Background: an optimization exercise with open tools, aiming at small area and a short achievable clock period. Do not read the settings as production practice.
In this exercise RTL edits were held to simulation tests only and were not proved equivalent to the original.
Power figures rest on the tool's default switching activity, not on a simulated workload.

==> flow/design.v <==
module name_field_arbiter #(
    parameter int NUM_FIELDS = 10,
    parameter int DATA_W     = 160,
    parameter int IDX_W      = 4
) (
    input  logic                         clk,
    input  logic                         rst,
    input  logic [NUM_FIELDS*DATA_W-1:0] field_data,
    input  logic [NUM_FIELDS-1:0]        field_w,
    output logic [DATA_W-1:0]            out_data,
    output logic [IDX_W-1:0]             out_field,
    output logic                         out_last,
    output logic                         out_valid,
    input  logic                         out_ready,
    output logic [NUM_FIELDS-1:0]        overflow
);
    localparam int NF = NUM_FIELDS;
    logic [NF-1:0][DATA_W-1:0] hold_q;
    logic [NF-1:0]             pend_q;
    logic [NF-1:0]             ovf_q;
    logic [NF-1:0]             mask_q;
    logic [NF-1:0]             seen_q;
    logic                      valid_q;
    logic [DATA_W-1:0]         data_q;
    logic [IDX_W-1:0]          field_q;
    logic                      last_q;
    logic                      slot_free;
    logic [NF-1:0]             req_hi;
    logic [NF-1:0]             sel;       
    logic                      any_pend;
    logic [NF-1:0]             grant;
    logic [NF-1:0]             mask_nx;
    logic [NF-1:0]             seen_set;
    logic [DATA_W-1:0]         sel_data;
    logic [IDX_W-1:0]          sel_idx;
    assign slot_free = ~valid_q | out_ready;
    assign any_pend  = |pend_q;
    logic [NF-1:0] hi_before, lo_before;
    logic          any_hi;
    assign req_hi = pend_q & mask_q;
    assign any_hi = |req_hi;
    assign hi_before[0] = 1'b0;
    assign lo_before[0] = 1'b0;
    for (genvar i = 1; i < NF; i++) begin : g_before
        assign hi_before[i] = |req_hi[i-1:0];
        assign lo_before[i] = |pend_q[i-1:0];
    end
    assign sel = any_hi ? (req_hi & ~hi_before) : (pend_q & ~lo_before);
    assign grant = slot_free ? sel : '0;
    assign mask_nx[0] = sel[NF-1];
    for (genvar k = 1; k < NF; k++) begin : g_mask
        assign mask_nx[k] = sel[NF-1] | (|sel[k-1:0]);
    end
    always_comb begin
        sel_data = '0;
        sel_idx  = '0;
        for (int i = 0; i < NF; i++) begin
            sel_data = sel_data | (hold_q[i] & {DATA_W{sel[i]}});
            sel_idx  = sel_idx  | (sel[i] ? IDX_W'(i) : '0);
        end
    end
    assign seen_set = seen_q | sel;
    always_ff @(posedge clk) begin
        for (int i = 0; i < NF; i++)
            if (field_w[i]) hold_q[i] <= field_data[i*DATA_W +: DATA_W];
    end
    always_ff @(posedge clk or posedge rst) begin
        if (rst) begin
            pend_q  <= '0;
            ovf_q   <= '0;
            mask_q  <= '1;
            seen_q  <= '0;
            valid_q <= 1'b0;
        end else begin
            pend_q <= field_w | (pend_q & ~grant);
            ovf_q  <= ovf_q | (field_w & pend_q & ~grant);
            if (slot_free) begin
                valid_q <= any_pend;
                if (any_pend) begin
                    mask_q <= mask_nx;
                    seen_q <= (&seen_set) ? '0 : seen_set;
                end
            end
        end
    end
    always_ff @(posedge clk) begin
        if (slot_free) begin
            data_q  <= sel_data;
            field_q <= sel_idx;
            last_q  <= &seen_set;
        end
    end
    assign out_data  = data_q;
    assign out_field = field_q;
    assign out_last  = last_q;
    assign out_valid = valid_q;
    assign overflow  = ovf_q;
endmodule
Settings: LEC_CHECK=0, CAP_MARGIN=20, CORE_AREA=5 5 615 615, DIE_AREA=0 0 620 620, SLEW_MARGIN=20; clock period 6.5 ns.
run.sh (not shown) runs the stock make flow with config.mk's settings and CLKGATE_MAP_FILE= SYNTH_SCRIPT=/design/flow/synth_recipe.tcl, a recipe that flattens the netlist after the stock synthesis.
Next try:
--- a/flow/config.mk
+++ b/flow/config.mk
@@ -9,2 +9,2 @@
-export CORE_AREA = 5 5 615 615
-export DIE_AREA = 0 0 620 620
+export CORE_MARGIN = 2
+export CORE_UTILIZATION = 55
Now the flow failed in 3_2_place_iop with PPL-0024.
Synthesized cell count does not change.
Synthesized area does not change.

---

== job 4355 ==
name_field_arbiter, a different RTL version from the one above (not shown whole).
Size in the first run: ~1800 flip-flops, roughly 1800 I/O pins, about 64000 µm² of cells after synthesis.
// name_field_arbiter
module name_field_arbiter #(
    parameter int NUM_FIELDS = 10,
    parameter int DATA_W     = 160,
    parameter int IDX_W      = 4
) (
    input  logic                         clk,
    input  logic                         rst,
    input  logic [NUM_FIELDS*DATA_W-1:0] field_data,
    input  logic [NUM_FIELDS-1:0]        field_w,
    output logic [DATA_W-1:0]            out_data,
    output logic [IDX_W-1:0]             out_field,
    output logic                         out_last,
    output logic                         out_valid,
    input  logic                         out_ready,
    output logic [NUM_FIELDS-1:0]        overflow
);
    localparam int NF = NUM_FIELDS;
    function automatic logic [NF-1:0] arb(input logic [NF-1:0] p,
                                          input logic [NF-1:0] m);
        logic [NF-1:0] pm;
        logic          any_pm;
        logic          hi_before, lo_before;
        pm        = p & m;
        any_pm    = |pm;
        hi_before = 1'b0;
        lo_before = 1'b0;
        for (int i = 0; i < NF; i++) begin
            arb[i]    = p[i] & ~(m[i] ? hi_before : (any_pm | lo_before));
            hi_before = hi_before | pm[i];
            lo_before = lo_before | p[i];
        end
    endfunction
    function automatic logic [NF-1:0] mask_after(input logic [NF-1:0] g);
        logic acc;
        acc = g[NF-1];
        for (int k = 0; k < NF; k++) begin
            mask_after[k] = acc;
            acc = acc | g[k];
        end
    endfunction
    logic [NF-1:0][DATA_W-1:0] hold_q;
    logic [NF-1:0]             pend_q;
    logic [NF-1:0]             ovf_q;
    logic [NF-1:0]             mask_q;
    logic [NF-1:0]             sel_q;     
    logic [NF-1:0]             dsel_q;    
    logic [NF-1:0]             seen_q;
    logic                      valid_q;
    logic [DATA_W-1:0]         data_q;
    logic [IDX_W-1:0]          field_q;
    logic                      last_q;
    logic                      slot_free;
  ...
==> flow/config.mk <==
export PLATFORM = sky130hd
export DESIGN_NAME = name_field_arbiter
export DESIGN_NICKNAME = name_field_arbiter
export VERILOG_FILES = /design/flow/design.v
export SDC_FILE = /design/flow/constraint.sdc
export NUM_CORES = 4
export LEC_CHECK = 0
export CAP_MARGIN = 20
export CORE_AREA = 5 5 515 275
export CTS_CLUSTER_DIAMETER = 80
export CTS_CLUSTER_SIZE = 24
export DIE_AREA = 0 0 520 280
export SETUP_SLACK_MARGIN = 3.9
export SLEW_MARGIN = 20
==> flow/constraint.sdc <==
create_clock -name core_clock -period 6.5 [get_ports {clk}]
set_input_delay 1.3000 -clock core_clock [delete_from_list [all_inputs] [get_ports {clk}]]
set_output_delay 1.3000 -clock core_clock [all_outputs]
set_load 0.01 [all_outputs]
standard.sh (not shown) runs the stock make flow with config.mk's settings and CLKGATE_MAP_FILE= SYNTH_SCRIPT=/design/flow/synth_recipe.tcl, a recipe that flattens the netlist after the stock synthesis.
==> flow/flow/run.sh <==
#!/bin/bash
# Layout flow: the standard ORFS flow (standard.sh), unchanged except for two
# ORFS knobs it already reads from the environment:
#   - port buffers are sky130_fd_sc_hd__buf_1 instead of the resizer's default pick
#     (a 10 um2 delay buffer); every input and output port still gets its buffer;
#   - pins sit on the top and bottom edges only (met2), on every track (min
#     distance 1 track) instead of every second one, so the 1789 ports fit on a
#     smaller die; met3 pins on adjacent tracks gave the router a spacing error.
# Each tool's full output goes to flow_std.log in this folder.
set -euo pipefail
export BUFFER_PORTS_ARGS="-buffer_cell sky130_fd_sc_hd__buf_1"
export PLACE_PINS_ARGS="-min_distance 1 -min_distance_in_tracks -exclude left:* -exclude right:*"
bash standard.sh finish > flow_std.log 2>&1
### job 4355 -> job 8498
Settings: a change of SLEW_MARGIN from 20 to 50; a change of SETUP_SLACK_MARGIN from 3.9 to 4.2.
Notes after the runs:
Job 8498 against job 4355: wire length of the first global-routing pass saw an increase, design area saw an increase.
Going from job 4355 to job 8498, overall power increased by 0.30% relative to the old numbers; total wire length increased 0.74%.
data_q[2]$_DFFE_PN_ as the startpoint of the worst setup timing path was reported by job 8498, and last_q$_DFFE_PN_ by job 4355.
Between job 4355 and job 8498, the difference in power in sequential cells is negligible.
Final routed wire length divided by cell count | job 8498 above job 4355
On register area, job 4355 and job 8498 are neck and neck.
Per the comparison of job 8498 with job 4355, clock slew seen by the registers of the worst setup and hold paths shows a reduction of 0.02 ns, part of the power in combinational logic went up by 0.7 points, core utilization up 0.66 points, final cell count without fillers grew by 22.
Input-level comparison between job 426 and job 8498:
Settings: SLEW_MARGIN: 50 -> 60; SETUP_SLACK_MARGIN: 4.2 -> 3.9.
--- a/flow/flow/run.sh
+++ b/flow/flow/run.sh
@@ -1,5 +1,8 @@
 #!/bin/bash
-# Layout flow: the standard ORFS flow (standard.sh), unchanged except for two
+# Layout flow: the standard ORFS flow (standard.sh), unchanged except for three
 # ORFS knobs it already reads from the environment:
+#   - clock nets may use met2 (the platform's default lowest clock layer is met3),
+#     so the clock port's wire can leave its met2 pin without a via stack that
+#     crowds the pins on the neighbouring tracks;
 #   - port buffers are sky130_fd_sc_hd__buf_1 instead of the resizer's default pick
 #     (a 10 um2 delay buffer); every input and output port still gets its buffer;
@@ -10,4 +13,5 @@
 set -euo pipefail
 export BUFFER_PORTS_ARGS="-buffer_cell sky130_fd_sc_hd__buf_1"
+export MIN_CLK_ROUTING_LAYER=met2
 export PLACE_PINS_ARGS="-min_distance 1 -min_distance_in_tracks -exclude left:* -exclude right:*"
 bash standard.sh finish > flow_std.log 2>&1
### Flow results
Final critical-path required period: job 426 vs job 8498 down 0.12 ns. Looking at job 8498 and job 426, the summed area of non-filler cells in the final layout is a wash. Job 426 vs job 8498 on maximum frequency: job 426 is the higher one. Per the comparison of job 426 with job 8498, count of vias placed by the detailed router has remained practically unchanged; overall power after layout has remained practically unchanged. Job 426 ended up with out_last as its termination of the worst setup path; job 8498 ended up with out_data[2]. Job 8498 leaves less setup margin than job 426. Relative to job 8498, the wire length measured on job 426 has decreased slightly.

[re-timing with driven ports]
The flow's constraints put no driver on any port. The routed layouts listed below were extracted and timed again, unchanged, in two steps.
Step 1 assumes that a clkbuf_16 drives the clock port and a buf_2 every other input.
Step 2 moves the port delays by t, midway between the first and last clock arrival at a register: inputs arrive t later, outputs are due t later. That takes back most of the time a late clock gives input paths.
Slacks: no drivers / after step 1 / after step 2; pairs: no drivers / after step 1.
| run | shift t [ns] | setup WS [ns] | hold slack, ns | worst setup path at the end |
|---|---|---|---|---|
| the first run of note 1 | 0.952 | 2.372 / 2.372 / 2.372 | 0.476 / 0.476 / 0.476 | register to register |
| job 4355 | 0.791 | 3.836 / 3.760 / 3.007 | 0.493 / 0.493 / 0.493 | input to register |
| job 8498 | 0.786 | 3.718 / 3.648 / 3.307 | 0.506 / 0.506 / 0.506 | input to register |
| job 426 | 0.776 | 3.840 / 3.772 / 3.121 | 0.479 / 0.479 / 0.479 | input to register |
After both steps every run listed still meets setup and hold. The setup slack of job 4355, which loses most, moves by -0.076 ns with the drivers and by -0.829 ns with both steps.
